This is an optimization exercise on Yosys and OpenROAD, whose aim is small area, not a production implementation. Only simulation tests tie the RTL to the original design; equivalence was not proved. No activity file was given, so power comes from the tool's default toggle rates.

==> quartz <==
==> flow/design.v <==
module regfile_2r1w_param #(
    parameter int DATA_W   = 32,
    parameter int ADDR_W   = 5,
    parameter int DEPTH    = 32,
    parameter int ZERO_REG = 1
) (
    input  logic              clk,
    input  logic              reset,
    input  logic              we,
    input  logic [ADDR_W-1:0] waddr,
    input  logic [DATA_W-1:0] wdata,
    input  logic              re1,
    input  logic [ADDR_W-1:0] raddr1,
    output logic [DATA_W-1:0] rdata1,
    output logic              rvalid1,
    input  logic              re2,
    input  logic [ADDR_W-1:0] raddr2,
    output logic [DATA_W-1:0] rdata2,
    output logic              rvalid2,
    input  logic              clr_req,
    output logic              busy
);
    localparam int FIRST = (ZERO_REG != 0) ? 1 : 0;
    localparam logic [ADDR_W:0] DEPTH_L = (ADDR_W + 1)'(DEPTH);
    logic [ADDR_W:0]   cnt_q;
    logic [DEPTH-1:0]  vld_q;
    logic [DATA_W-1:0] mem_q [DEPTH];
    logic [DATA_W-1:0] rdata1_q, rdata2_q, rd1_d, rd2_d;
    logic              rvalid1_q, rvalid2_q;
    logic              busy_q, wr_ok, rok1, rok2, byp1, byp2;
    logic [DEPTH-1:0]  wsel, sel1, sel2;
    assign busy_q  = cnt_q[ADDR_W];
    assign busy    = busy_q;
    assign rdata1  = rdata1_q;
    assign rdata2  = rdata2_q;
    assign rvalid1 = rvalid1_q;
    assign rvalid2 = rvalid2_q;
    assign wr_ok = we && !busy_q && ({1'b0, waddr} < DEPTH_L) && !(ZERO_REG != 0 && waddr == '0);
    assign rok1  = re1 && !busy_q;
    assign rok2  = re2 && !busy_q;
    assign byp1  = wr_ok && (waddr == raddr1);
    assign byp2  = wr_ok && (waddr == raddr2);
    always_comb begin
        for (int i = 0; i < DEPTH; i++) begin
            wsel[i] = wr_ok && (waddr == ADDR_W'(i));
            sel1[i] = (i >= FIRST) && rok1 && !byp1 && (raddr1 == ADDR_W'(i)) && vld_q[i];
            sel2[i] = (i >= FIRST) && rok2 && !byp2 && (raddr2 == ADDR_W'(i)) && vld_q[i];
        end
    end
    localparam int NT = DEPTH - FIRST + 2;
    localparam int NG = (NT + 2) / 3;
    logic [NG*3-1:0]   ts1, ts2;
    logic [DATA_W-1:0] td1 [NG*3];
    logic [DATA_W-1:0] td2 [NG*3];
    logic [DATA_W-1:0] ty1 [NG];
    logic [DATA_W-1:0] ty2 [NG];
    always_comb begin
        ts1 = '0;
        ts2 = '0;
        for (int t = 0; t < NG * 3; t++) begin
            td1[t] = '0;
            td2[t] = '0;
        end
        for (int i = FIRST; i < DEPTH; i++) begin
            ts1[i - FIRST] = sel1[i];
            ts2[i - FIRST] = sel2[i];
            td1[i - FIRST] = mem_q[i];
            td2[i - FIRST] = mem_q[i];
        end
        ts1[NT - 2] = rok1 && byp1;
        td1[NT - 2] = wdata;
        ts2[NT - 2] = rok2 && byp2;
        td2[NT - 2] = wdata;
        ts1[NT - 1] = !rok1;
        td1[NT - 1] = rdata1_q;
        ts2[NT - 1] = !rok2;
        td2[NT - 1] = rdata2_q;
    end
    for (genvar g = 0; g < NG; g++) begin : g_grp
        for (genvar b = 0; b < DATA_W; b++) begin : g_bit
            regfile_aoi222 u_p1 (
                .a0(td1[3*g][b]), .s0(ts1[3*g]),
                .a1(td1[3*g+1][b]), .s1(ts1[3*g+1]),
                .a2(td1[3*g+2][b]), .s2(ts1[3*g+2]),
                .y(ty1[g][b])
            );
            regfile_aoi222 u_p2 (
                .a0(td2[3*g][b]), .s0(ts2[3*g]),
                .a1(td2[3*g+1][b]), .s1(ts2[3*g+1]),
                .a2(td2[3*g+2][b]), .s2(ts2[3*g+2]),
                .y(ty2[g][b])
            );
        end
    end
    always_comb begin
        rd1_d = '1;
        rd2_d = '1;
        for (int g = 0; g < NG; g++) begin
            rd1_d = rd1_d & ty1[g];
            rd2_d = rd2_d & ty2[g];
        end
        rd1_d = ~rd1_d;
        rd2_d = ~rd2_d;
    end
    for (genvar i = 0; i < DEPTH; i++) begin : g_word
        if (i >= FIRST) begin : g_store
            always_ff @(posedge clk) begin
                if (wsel[i]) mem_q[i] <= wdata;
            end
        end
    end
    always_ff @(posedge clk or negedge reset) begin
        if (!reset) begin
            vld_q     <= '0;
            rdata1_q  <= '0;
            rdata2_q  <= '0;
            rvalid1_q <= 1'b0;
            rvalid2_q <= 1'b0;
            cnt_q     <= '0;
        end else begin
            vld_q     <= (vld_q & {DEPTH{!busy_q}}) | wsel;
            rdata1_q  <= rd1_d;
            rdata2_q  <= rd2_d;
            rvalid1_q <= rok1;
            rvalid2_q <= rok2;
            if (busy_q)       cnt_q <= cnt_q + 1'b1;
            else if (clr_req) cnt_q <= {1'b1, {ADDR_W{1'b0}}};
        end
    end
endmodule
module regfile_aoi222 (
    input  logic a0, s0,
    input  logic a1, s1,
    input  logic a2, s2,
    output logic y
);
    assign y = ~((a0 & s0) | (a1 & s1) | (a2 & s2));
endmodule
==> flow/flow/run.sh <==
#!/bin/bash
# The standard layout (standard.sh, unchanged synthesis), with two settings of its own:
# - port buffers are the smallest buffer, sky130_fd_sc_hd__buf_1 (repair_design still
#   sizes and buffers the nets behind them as needed);
# - clock tree: larger sink clusters on clkbuf_16 and no dummy loads.
# make's full output goes to flow_make.log here; ORFS keeps each step's log under orfs/logs.
set -euo pipefail
export BUFFER_PORTS_ARGS="-buffer_cell sky130_fd_sc_hd__buf_1"
export CTS_ARGS="-sink_clustering_enable -repair_clock_nets -buf_list sky130_fd_sc_hd__clkbuf_16 -sink_clustering_size 30 -sink_clustering_max_diameter 80 -dont_use_dummy_load"
bash standard.sh finish > flow_make.log 2>&1
==> flow/standard.sh <==
#!/bin/bash
# synth_recipe.tcl (not shown) runs the flow's synth.tcl, then flattens the netlist and writes it again
# the make line also repeats each setting of config.mk as NAME=value (left out here)
make -C /OpenROAD-flow-scripts/flow DESIGN_CONFIG=/design/flow/config.mk WORK_HOME=/design/flow/orfs CLKGATE_MAP_FILE= SYNTH_SCRIPT=/design/flow/synth_recipe.tcl "${@:-finish}"
==> flow/config.mk <==
export PLATFORM = sky130hd
export DESIGN_NAME = regfile_2r1w_param
export DESIGN_NICKNAME = regfile_2r1w_param
export VERILOG_FILES = /design/flow/design.v
export SDC_FILE = /design/flow/constraint.sdc
export NUM_CORES = 4
export LEC_CHECK = 0
export CAP_MARGIN = 20
export CORE_MARGIN = 2
export CORE_UTILIZATION = 60
export PLACE_DENSITY = 0.7
export SLEW_MARGIN = 20
export SYNTH_HIERARCHICAL = 1
export SYNTH_MINIMUM_KEEP_SIZE = 0
==> flow/constraint.sdc <==
create_clock -name core_clock -period 5.0 [get_ports {clk}]
set_input_delay 1.0000 -clock core_clock [delete_from_list [all_inputs] [get_ports {clk}]]
set_output_delay 1.0000 -clock core_clock [all_outputs]
set_load 0.01 [all_outputs]
==> inputs of amber, as changes to quartz <==
==> flow/run.sh (new file) <==
#!/bin/bash
# synth_recipe.tcl (not shown) runs the flow's synth.tcl, then flattens the netlist and writes it again
# the make line also repeats each setting of config.mk as NAME=value (left out here)
make -C /OpenROAD-flow-scripts/flow DESIGN_CONFIG=/design/flow/config.mk WORK_HOME=/design/flow/orfs CLKGATE_MAP_FILE= SYNTH_SCRIPT=/design/flow/synth_recipe.tcl finish
--- a/flow/config.mk
+++ b/flow/config.mk
@@ -8,6 +8,6 @@
 export CAP_MARGIN = 20
 export CORE_MARGIN = 2
-export CORE_UTILIZATION = 60
-export PLACE_DENSITY = 0.7
+export CORE_UTILIZATION = 25
+export PLACE_DENSITY = 0.4
 export SLEW_MARGIN = 20
 export SYNTH_HIERARCHICAL = 1
removed: flow/flow/run.sh
removed: flow/standard.sh
==> inputs of zinc, as changes to quartz <==
--- a/flow/design.v
+++ b/flow/design.v
@@ -23,5 +23,4 @@
     localparam int FIRST = (ZERO_REG != 0) ? 1 : 0;
     localparam logic [ADDR_W:0] DEPTH_L = (ADDR_W + 1)'(DEPTH);
-    logic [ADDR_W:0]   cnt_q;
     logic [DEPTH-1:0]  vld_q;
     logic [DATA_W-1:0] mem_q [DEPTH];
@@ -30,5 +29,4 @@
     logic              busy_q, wr_ok, rok1, rok2, byp1, byp2;
     logic [DEPTH-1:0]  wsel, sel1, sel2;
-    assign busy_q  = cnt_q[ADDR_W];
     assign busy    = busy_q;
     assign rdata1  = rdata1_q;
@@ -41,9 +39,33 @@
     assign byp1  = wr_ok && (waddr == raddr1);
     assign byp2  = wr_ok && (waddr == raddr2);
+    localparam int LW = (ADDR_W >= 2) ? 2 : ADDR_W;
+    localparam int NL = 1 << LW;
+    localparam int NH = 1 << (ADDR_W - LW);
+    logic [NL-1:0] wlo, lo1, lo2;
+    logic [NH-1:0] whi, hi1, hi2;
+    logic          g1, g2;
+    assign g1 = rok1 && !byp1;
+    assign g2 = rok2 && !byp2;
     always_comb begin
-        for (int i = 0; i < DEPTH; i++) begin
-            wsel[i] = wr_ok && (waddr == ADDR_W'(i));
-            sel1[i] = (i >= FIRST) && rok1 && !byp1 && (raddr1 == ADDR_W'(i)) && vld_q[i];
-            sel2[i] = (i >= FIRST) && rok2 && !byp2 && (raddr2 == ADDR_W'(i)) && vld_q[i];
+        for (int j = 0; j < NL; j++) begin
+            wlo[j] = (waddr[LW-1:0] == LW'(j));
+            lo1[j] = (raddr1[LW-1:0] == LW'(j));
+            lo2[j] = (raddr2[LW-1:0] == LW'(j));
+        end
+        for (int k = 0; k < NH; k++) begin
+            whi[k] = ((waddr >> LW) == ADDR_W'(k));
+            hi1[k] = ((raddr1 >> LW) == ADDR_W'(k));
+            hi2[k] = ((raddr2 >> LW) == ADDR_W'(k));
+        end
+    end
+    for (genvar i = 0; i < DEPTH; i++) begin : g_sel
+        if (i < FIRST) begin : g_none
+            assign wsel[i] = 1'b0;
+            assign sel1[i] = 1'b0;
+            assign sel2[i] = 1'b0;
+        end else begin : g_dec
+            regfile_and #(.N(3)) u_w (.a({wr_ok, wlo[i % NL], whi[i / NL]}), .y(wsel[i]));
+            regfile_and #(.N(4)) u_r1 (.a({g1, vld_q[i], lo1[i % NL], hi1[i / NL]}), .y(sel1[i]));
+            regfile_and #(.N(4)) u_r2 (.a({g2, vld_q[i], lo2[i % NL], hi2[i / NL]}), .y(sel2[i]));
         end
     end
@@ -93,13 +115,26 @@
         end
     end
+    localparam int NQ = (NG + 3) / 4;
+    logic [DATA_W-1:0] tq1 [NQ];
+    logic [DATA_W-1:0] tq2 [NQ];
+    for (genvar q = 0; q < NQ; q++) begin : g_quad
+        localparam int W = (NG - 4 * q >= 4) ? 4 : NG - 4 * q;
+        for (genvar b = 0; b < DATA_W; b++) begin : g_bit
+            logic [3:0] y1, y2;
+            for (genvar k = 0; k < 4; k++) begin : g_k
+                assign y1[k] = (k < W) ? ty1[4*q+k][b] : 1'b1;
+                assign y2[k] = (k < W) ? ty2[4*q+k][b] : 1'b1;
+            end
+            regfile_nand #(.N(W)) u_q1 (.a(y1[W-1:0]), .y(tq1[q][b]));
+            regfile_nand #(.N(W)) u_q2 (.a(y2[W-1:0]), .y(tq2[q][b]));
+        end
+    end
     always_comb begin
-        rd1_d = '1;
-        rd2_d = '1;
-        for (int g = 0; g < NG; g++) begin
-            rd1_d = rd1_d & ty1[g];
-            rd2_d = rd2_d & ty2[g];
-        end
-        rd1_d = ~rd1_d;
-        rd2_d = ~rd2_d;
+        rd1_d = '0;
+        rd2_d = '0;
+        for (int q = 0; q < NQ; q++) begin
+            rd1_d = rd1_d | tq1[q];
+            rd2_d = rd2_d | tq2[q];
+        end
     end
     for (genvar i = 0; i < DEPTH; i++) begin : g_word
@@ -117,5 +152,4 @@
             rvalid1_q <= 1'b0;
             rvalid2_q <= 1'b0;
-            cnt_q     <= '0;
         end else begin
             vld_q     <= (vld_q & {DEPTH{!busy_q}}) | wsel;
@@ -124,6 +158,29 @@
             rvalid1_q <= rok1;
             rvalid2_q <= rok2;
-            if (busy_q)       cnt_q <= cnt_q + 1'b1;
-            else if (clr_req) cnt_q <= {1'b1, {ADDR_W{1'b0}}};
+        end
+    end
+    localparam int IW = (DEPTH > 1) ? $clog2(DEPTH) : 1;
+    if (DEPTH == (1 << IW)) begin : g_sweep_pow2
+        logic [IW:0] cnt_q;
+        assign busy_q = cnt_q[IW];
+        always_ff @(posedge clk or negedge reset) begin
+            if (!reset)       cnt_q <= '0;
+            else if (busy_q)  cnt_q <= cnt_q + 1'b1;
+            else if (clr_req) cnt_q <= {1'b1, {IW{1'b0}}};
+        end
+    end else begin : g_sweep_any
+        logic          busy_r;
+        logic [IW-1:0] idx_q;
+        assign busy_q = busy_r;
+        always_ff @(posedge clk or negedge reset) begin
+            if (!reset) begin
+                busy_r <= 1'b0;
+                idx_q  <= '0;
+            end else if (busy_r) begin
+                busy_r <= (idx_q != IW'(DEPTH - 1));
+                idx_q  <= (idx_q != IW'(DEPTH - 1)) ? idx_q + 1'b1 : '0;
+            end else begin
+                busy_r <= clr_req;
+            end
         end
     end
@@ -137,2 +194,18 @@
     assign y = ~((a0 & s0) | (a1 & s1) | (a2 & s2));
 endmodule
+module regfile_nand #(
+    parameter int N = 4
+) (
+    input  logic [N-1:0] a,
+    output logic         y
+);
+    assign y = ~&a;
+endmodule
+module regfile_and #(
+    parameter int N = 4
+) (
+    input  logic [N-1:0] a,
+    output logic         y
+);
+    assign y = &a;
+endmodule
--- a/flow/config.mk
+++ b/flow/config.mk
@@ -8,6 +8,6 @@
 export CAP_MARGIN = 20
 export CORE_MARGIN = 2
-export CORE_UTILIZATION = 60
-export PLACE_DENSITY = 0.7
+export CORE_UTILIZATION = 45
+export PLACE_DENSITY = 0.6
 export SLEW_MARGIN = 20
 export SYNTH_HIERARCHICAL = 1
==> inputs of yarrow, as changes to quartz <==
--- a/flow/design.v
+++ b/flow/design.v
@@ -23,5 +23,4 @@
     localparam int FIRST = (ZERO_REG != 0) ? 1 : 0;
     localparam logic [ADDR_W:0] DEPTH_L = (ADDR_W + 1)'(DEPTH);
-    logic [ADDR_W:0]   cnt_q;
     logic [DEPTH-1:0]  vld_q;
     logic [DATA_W-1:0] mem_q [DEPTH];
@@ -30,5 +29,4 @@
     logic              busy_q, wr_ok, rok1, rok2, byp1, byp2;
     logic [DEPTH-1:0]  wsel, sel1, sel2;
-    assign busy_q  = cnt_q[ADDR_W];
     assign busy    = busy_q;
     assign rdata1  = rdata1_q;
@@ -93,13 +91,26 @@
         end
     end
+    localparam int NQ = (NG + 3) / 4;
+    logic [DATA_W-1:0] tq1 [NQ];
+    logic [DATA_W-1:0] tq2 [NQ];
+    for (genvar q = 0; q < NQ; q++) begin : g_quad
+        localparam int W = (NG - 4 * q >= 4) ? 4 : NG - 4 * q;
+        for (genvar b = 0; b < DATA_W; b++) begin : g_bit
+            logic [3:0] y1, y2;
+            for (genvar k = 0; k < 4; k++) begin : g_k
+                assign y1[k] = (k < W) ? ty1[4*q+k][b] : 1'b1;
+                assign y2[k] = (k < W) ? ty2[4*q+k][b] : 1'b1;
+            end
+            regfile_nand #(.N(W)) u_q1 (.a(y1[W-1:0]), .y(tq1[q][b]));
+            regfile_nand #(.N(W)) u_q2 (.a(y2[W-1:0]), .y(tq2[q][b]));
+        end
+    end
     always_comb begin
-        rd1_d = '1;
-        rd2_d = '1;
-        for (int g = 0; g < NG; g++) begin
-            rd1_d = rd1_d & ty1[g];
-            rd2_d = rd2_d & ty2[g];
+        rd1_d = '0;
+        rd2_d = '0;
+        for (int q = 0; q < NQ; q++) begin
+            rd1_d = rd1_d | tq1[q];
+            rd2_d = rd2_d | tq2[q];
         end
-        rd1_d = ~rd1_d;
-        rd2_d = ~rd2_d;
     end
     for (genvar i = 0; i < DEPTH; i++) begin : g_word
@@ -117,5 +128,4 @@
             rvalid1_q <= 1'b0;
             rvalid2_q <= 1'b0;
-            cnt_q     <= '0;
         end else begin
             vld_q     <= (vld_q & {DEPTH{!busy_q}}) | wsel;
@@ -124,6 +134,29 @@
             rvalid1_q <= rok1;
             rvalid2_q <= rok2;
-            if (busy_q)       cnt_q <= cnt_q + 1'b1;
-            else if (clr_req) cnt_q <= {1'b1, {ADDR_W{1'b0}}};
+        end
+    end
+    localparam int IW = (DEPTH > 1) ? $clog2(DEPTH) : 1;
+    if (DEPTH == (1 << IW)) begin : g_sweep_pow2
+        logic [IW:0] cnt_q;
+        assign busy_q = cnt_q[IW];
+        always_ff @(posedge clk or negedge reset) begin
+            if (!reset)       cnt_q <= '0;
+            else if (busy_q)  cnt_q <= cnt_q + 1'b1;
+            else if (clr_req) cnt_q <= {1'b1, {IW{1'b0}}};
+        end
+    end else begin : g_sweep_any
+        logic          busy_r;
+        logic [IW-1:0] idx_q;
+        assign busy_q = busy_r;
+        always_ff @(posedge clk or negedge reset) begin
+            if (!reset) begin
+                busy_r <= 1'b0;
+                idx_q  <= '0;
+            end else if (busy_r) begin
+                busy_r <= (idx_q != IW'(DEPTH - 1));
+                idx_q  <= (idx_q != IW'(DEPTH - 1)) ? idx_q + 1'b1 : '0;
+            end else begin
+                busy_r <= clr_req;
+            end
         end
     end
@@ -137,2 +170,10 @@
     assign y = ~((a0 & s0) | (a1 & s1) | (a2 & s2));
 endmodule
+module regfile_nand #(
+    parameter int N = 4
+) (
+    input  logic [N-1:0] a,
+    output logic         y
+);
+    assign y = ~&a;
+endmodule
==> notes.md <==
Worst setup slack: quartz < zinc < yarrow < amber. Sequential power is about the same in quartz and yarrow. Between quartz and yarrow, the lower via count is in yarrow (gap about 0.9%, measured against yarrow). Between amber and yarrow, the lower clock power is in yarrow (gap about 100%, measured against yarrow). Routed wire length: yarrow < quartz < zinc < amber. Worst hold slack, lowest first: amber, quartz, zinc, yarrow. Non-clock buffer count: amber > quartz > yarrow > zinc. Of quartz and yarrow, yarrow has the higher register-to-register slack (gap 0.23 ns). In yarrow the clock-buffer cell count is higher than in quartz, by 1. yarrow went through all stages and came out clean. amber finished with timing, DRC and antenna clean. quartz passed the timing, DRC and antenna checks. zinc passed the timing, DRC and antenna checks. Global-route usage: quartz > yarrow > zinc > amber.
==> figures <==
                                                                       amber        yarrow          zinc        quartz
Number of fillers in the final layout                                    16300          4660          7642          4671
Routed wire length                                                   206000 µm     154000 µm     163000 µm     158000 µm
Startpoint class of the critical path                               input port    input port    input port     flip-flop
Core Region                                                         169000 µm²     70300 µm²     93500 µm²     70300 µm²
Met1 Routed Length                                                    80700 µm      48300 µm      56000 µm      49000 µm
Clock-pin transition on the worst setup and hold timing paths          0.06 ns       0.10 ns       0.11 ns       0.10 ns
Worst reg-to-reg path cell count                                            11             9            10             9
Count of cell types in the netlist                                          37            34            37            37
Final total power                                                     0.0193 W      0.0150 W      0.0150 W      0.0150 W
Normalized max-slew margin                                               19.4%         14.3%         17.2%         19.9%
Outcome                                               timing/DRC/antenna clean  timing/DRC/antenna clean  timing/DRC/antenna clean  timing/DRC/antenna clean
Largest net degree at the start of global routing                           55            54            49            40
Crit path largest cell delay                                           0.69 ns       0.71 ns       0.61 ns       0.94 ns
CP Buf/Inv Count                                                             4             3             4             2
Reg-to-Reg End                                                    rdata2_q[16]  rdata2_q[21]  rdata2_q[21]  rdata2_q[21]
Internal power summed over all cells                                  0.0150 W      0.0119 W      0.0119 W      0.0118 W
Grt met3 use                                                             5.34%         11.9%         8.43%         13.5%
Layout Skew                                                          0.0269 ns     0.0770 ns     0.0477 ns     0.0697 ns
Number of global-route vias before repair                                32100         30000         30200         31100
Clock network power consumption                                      0.00847 W     0.00432 W     0.00430 W     0.00429 W
Ratio of layout area to synthesized area                                1.236x        1.107x        1.103x        1.109x
CP max stage cell                                              clkdlybuf4s50_1        nor4_4      a222oi_1        nor3_2

[afterwards: timing with drivers on the ports]
How much do the figures lean on ideal ports? The routed layouts below were timed once more, with nothing changed but the port constraints.
Step 1 assumes that a clkbuf_16 drives the clock port and a buf_2 every other input.
Step 2 adds t to the input delays and takes it off the output delays; t is the mean of the earliest and latest rising clock arrival at the registers after step 1. Input paths then give back, and output paths get back, about the clock's delay inside the block.
Three values: no drivers, after step 1, after step 2; two values: the first two.
run | t (ns) | setup slack, ns | hold slack, ns
quartz | 0.697 | 0.782 / 0.782 / 0.322 | 0.387 / 0.342 / 0.491
amber | 0.811 | 1.014 / 1.058 / 0.247 | 0.342 / 0.322 / 0.508
zinc | 0.697 | 0.814 / 0.857 / 0.161 | 0.468 / 0.430 / 0.500
yarrow | 0.681 | 0.882 / 0.922 / 0.241 | 0.523 / 0.504 / 0.523
After both steps setup and hold are still met in every run listed. The setup slack of amber, which loses most, moves by +0.044 ns with the drivers and by -0.767 ns with both steps.
